This is an optimization exercise on Yosys and OpenROAD, whose aim is small area, a short achievable clock period and few clock cycles per item, not a production implementation.
The RTL was checked by simulation tests, not by an equivalence proof against the original design.

Setup of red:
// epoch_seconds_to_calendar_unit
module epoch_seconds_to_calendar_unit (
  input  logic                            clk,
  input  logic                            rst_n,
  input  logic                            cfg_wr_en,
  input  logic signed [esc_pkg::TZ_W-1:0] cfg_wr_data,
  input  logic                            in_valid,
  output logic                            in_ready,
  input  logic [esc_pkg::EPOCH_W-1:0]     in_epoch_seconds,
  output logic                            out_valid,
  input  logic                            out_ready,
  output logic                            out_valid_res,
  output logic [5:0]                      out_second,
  output logic [5:0]                      out_minute,
  output logic [4:0]                      out_hour,
  output logic [4:0]                      out_day_of_month,
  output logic [3:0]                      out_month,
  output logic [11:0]                     out_year,
  output logic [2:0]                      out_weekday,
  output logic [8:0]                      out_day_of_year
);
For scale: about 1,500 cells after synthesis, ~240 flip-flops.
clock: 10.0 ns
lec_check: 0
cap_margin: 20
core_margin: 2
core_utilization: 40
setup_slack_margin: 4.7
slew_margin: 20
run.sh (not shown) runs the stock make flow with config.mk's settings and CLKGATE_MAP_FILE= SYNTH_SCRIPT=/design/flow/synth_recipe.tcl, a recipe that flattens the netlist after the stock synthesis.
red went all the way through the flow, and no timing, DRC or antenna check failed.
Testbench counts of red, summed over its fixed seeds: cycles 2,632, items 2,560.
> inputs changed (red -> blue)
==> flow/flow/run.sh (new file) <==
#!/bin/bash
set -e
bash standard.sh SETUP_SLACK_MARGIN=5.5 finish > standard.log 2>&1
==> flow/standard.sh (new file) <==
#!/bin/bash
# synth_recipe.tcl (not shown) runs the flow's synth.tcl, then flattens the netlist and writes it again
# the make line also repeats each setting of config.mk as NAME=value (left out here)
make -C /OpenROAD-flow-scripts/flow DESIGN_CONFIG=/design/flow/config.mk WORK_HOME=/design/flow/orfs CLKGATE_MAP_FILE= SYNTH_SCRIPT=/design/flow/synth_recipe.tcl "${@:-finish}"
diff --git a/flow/config.mk b/flow/config.mk
--- a/flow/config.mk
+++ b/flow/config.mk
@@ -9,4 +9,4 @@
 export CORE_MARGIN = 2
 export CORE_UTILIZATION = 40
-export SETUP_SLACK_MARGIN = 4.7
+export SETUP_SLACK_MARGIN = 4.5
 export SLEW_MARGIN = 20
removed: flow/run.sh
==> results.txt <==
blue: flow completed, timing, DRC and antenna clean. Global-route usage: blue > red. After synthesis and placement, the instance count of blue is above that of red. Summary: with red as the reference, wire length of the first global-routing pass in blue moved up by a little under 10%. Delta(core utilization, blue - red) > 0. Status: met3 track utilization from global routing parity (blue, red). Number of ordinary and repair buffers in the finished layout is higher on blue. Sort red and blue by clock-buffer cell count, ascending, and red comes first. Re final cycle utilization of the critical path: red and blue aren't equal, and the higher value belongs to red. blue has design area above what red had.
The following lists how green was set up differently from blue:
==> flow/run.sh (new file) <==
#!/bin/bash
# synth_recipe.tcl (not shown) runs the flow's synth.tcl, then flattens the netlist and writes it again
# the make line also repeats each setting of config.mk as NAME=value (left out here)
make -C /OpenROAD-flow-scripts/flow DESIGN_CONFIG=/design/flow/config.mk WORK_HOME=/design/flow/orfs CLKGATE_MAP_FILE= SYNTH_SCRIPT=/design/flow/synth_recipe.tcl finish
diff --git a/flow/config.mk b/flow/config.mk
--- a/flow/config.mk
+++ b/flow/config.mk
@@ -8,5 +8,6 @@
 export CAP_MARGIN = 20
 export CORE_MARGIN = 2
-export CORE_UTILIZATION = 40
+export CORE_UTILIZATION = 60
+export PLACE_DENSITY = 0.75
 export SETUP_SLACK_MARGIN = 4.5
 export SLEW_MARGIN = 20
removed: flow/flow/run.sh
removed: flow/standard.sh
[summary]
green: total global-route track usage is 5.4 points higher than what blue reported.
The setup slack of green is smaller than that of blue.
Length of the first detailed-routing pass in iterations is higher on green
Non-clock buffer count in the final layout sits lower in green than in blue.
What orange does differently from green at the input level:
diff --git a/flow/config.mk b/flow/config.mk
--- a/flow/config.mk
+++ b/flow/config.mk
@@ -8,6 +8,5 @@
 export CAP_MARGIN = 20
 export CORE_MARGIN = 2
-export CORE_UTILIZATION = 60
-export PLACE_DENSITY = 0.75
+export CORE_UTILIZATION = 40
 export SETUP_SLACK_MARGIN = 4.5
 export SLEW_MARGIN = 20
Findings:
orange: flow completed, timing, DRC and antenna clean
The run showing the greater register-to-register slack is orange.
green -> orange: number of cells on the worst reg-to-reg path decreased by a few percent
orange ended with less total routing resource utilization after global routing than green.
Cmp orange vs green: required arrival time at the worst endpoint lower in orange
Sort green and orange by number of post-CTS setup repair buffers, ascending, and orange comes first.
Against green, orange reports a met1 track demand over resource that is lower.
orange reports its path type of the worst setup path as register to output port while green reports register to register.
Compared with green, orange shows number of global-route vias before repair that has gone down slightly.
For purple, these inputs were changed with respect to orange:
diff --git a/flow/config.mk b/flow/config.mk
--- a/flow/config.mk
+++ b/flow/config.mk
@@ -9,4 +9,4 @@
 export CORE_MARGIN = 2
 export CORE_UTILIZATION = 40
-export SETUP_SLACK_MARGIN = 4.5
+export SETUP_SLACK_MARGIN = 4.0
 export SLEW_MARGIN = 20
Findings:
Post-synthesis compound-gate area fraction: orange vs purple identical
purple packs its core more loosely than orange.
Cmp purple vs orange: required time of the critical path higher in purple
For non-clock buffer count, dividing the value from purple by the value from orange gives 0.78.
purple vs. orange: synthesized area divided by synthesized cell count shows no meaningful change; fraction of area in non-clock buffers shows a reduction of 0.92 points.
Taking orange as the reference, in purple wire length of the first global-routing pass roughly the same, via count lower.

==> separate check: timing with driven ports <==
No port has a modelled driver above. Below, the same layouts with a new extraction and two added sets of constraints.
Step 1: set_driving_cell puts a clkbuf_16 on clk and a buf_2 on each other input, an assumption about the parent block.
Step 2 times the ports against the registers' clock, not the clock port: input delays grow and output delays shrink by t, the midpoint of the rising clock arrivals with the driver on.
a / b / c = ideal / step 1 / step 2; a / b = the first two.
run | t (ns) | setup WS [ns] | worst register clock-pin slew, ns
red | 0.602 | 4.816 / 4.794 / 4.794 | 0.07 / 0.07
blue | 0.595 | 4.894 / 4.894 / 4.894 | 0.07 / 0.07
green | 0.585 | 4.630 / 4.622 / 4.623 | 0.06 / 0.06
orange | 0.601 | 4.684 / 4.632 / 4.732 | 0.07 / 0.07
purple | 0.601 | 4.328 / 4.280 / 4.328 | 0.07 / 0.07
After both steps every run listed still meets setup and hold. The setup slack of red, which loses most, moves by -0.022 ns with the drivers and by -0.022 ns with both steps.
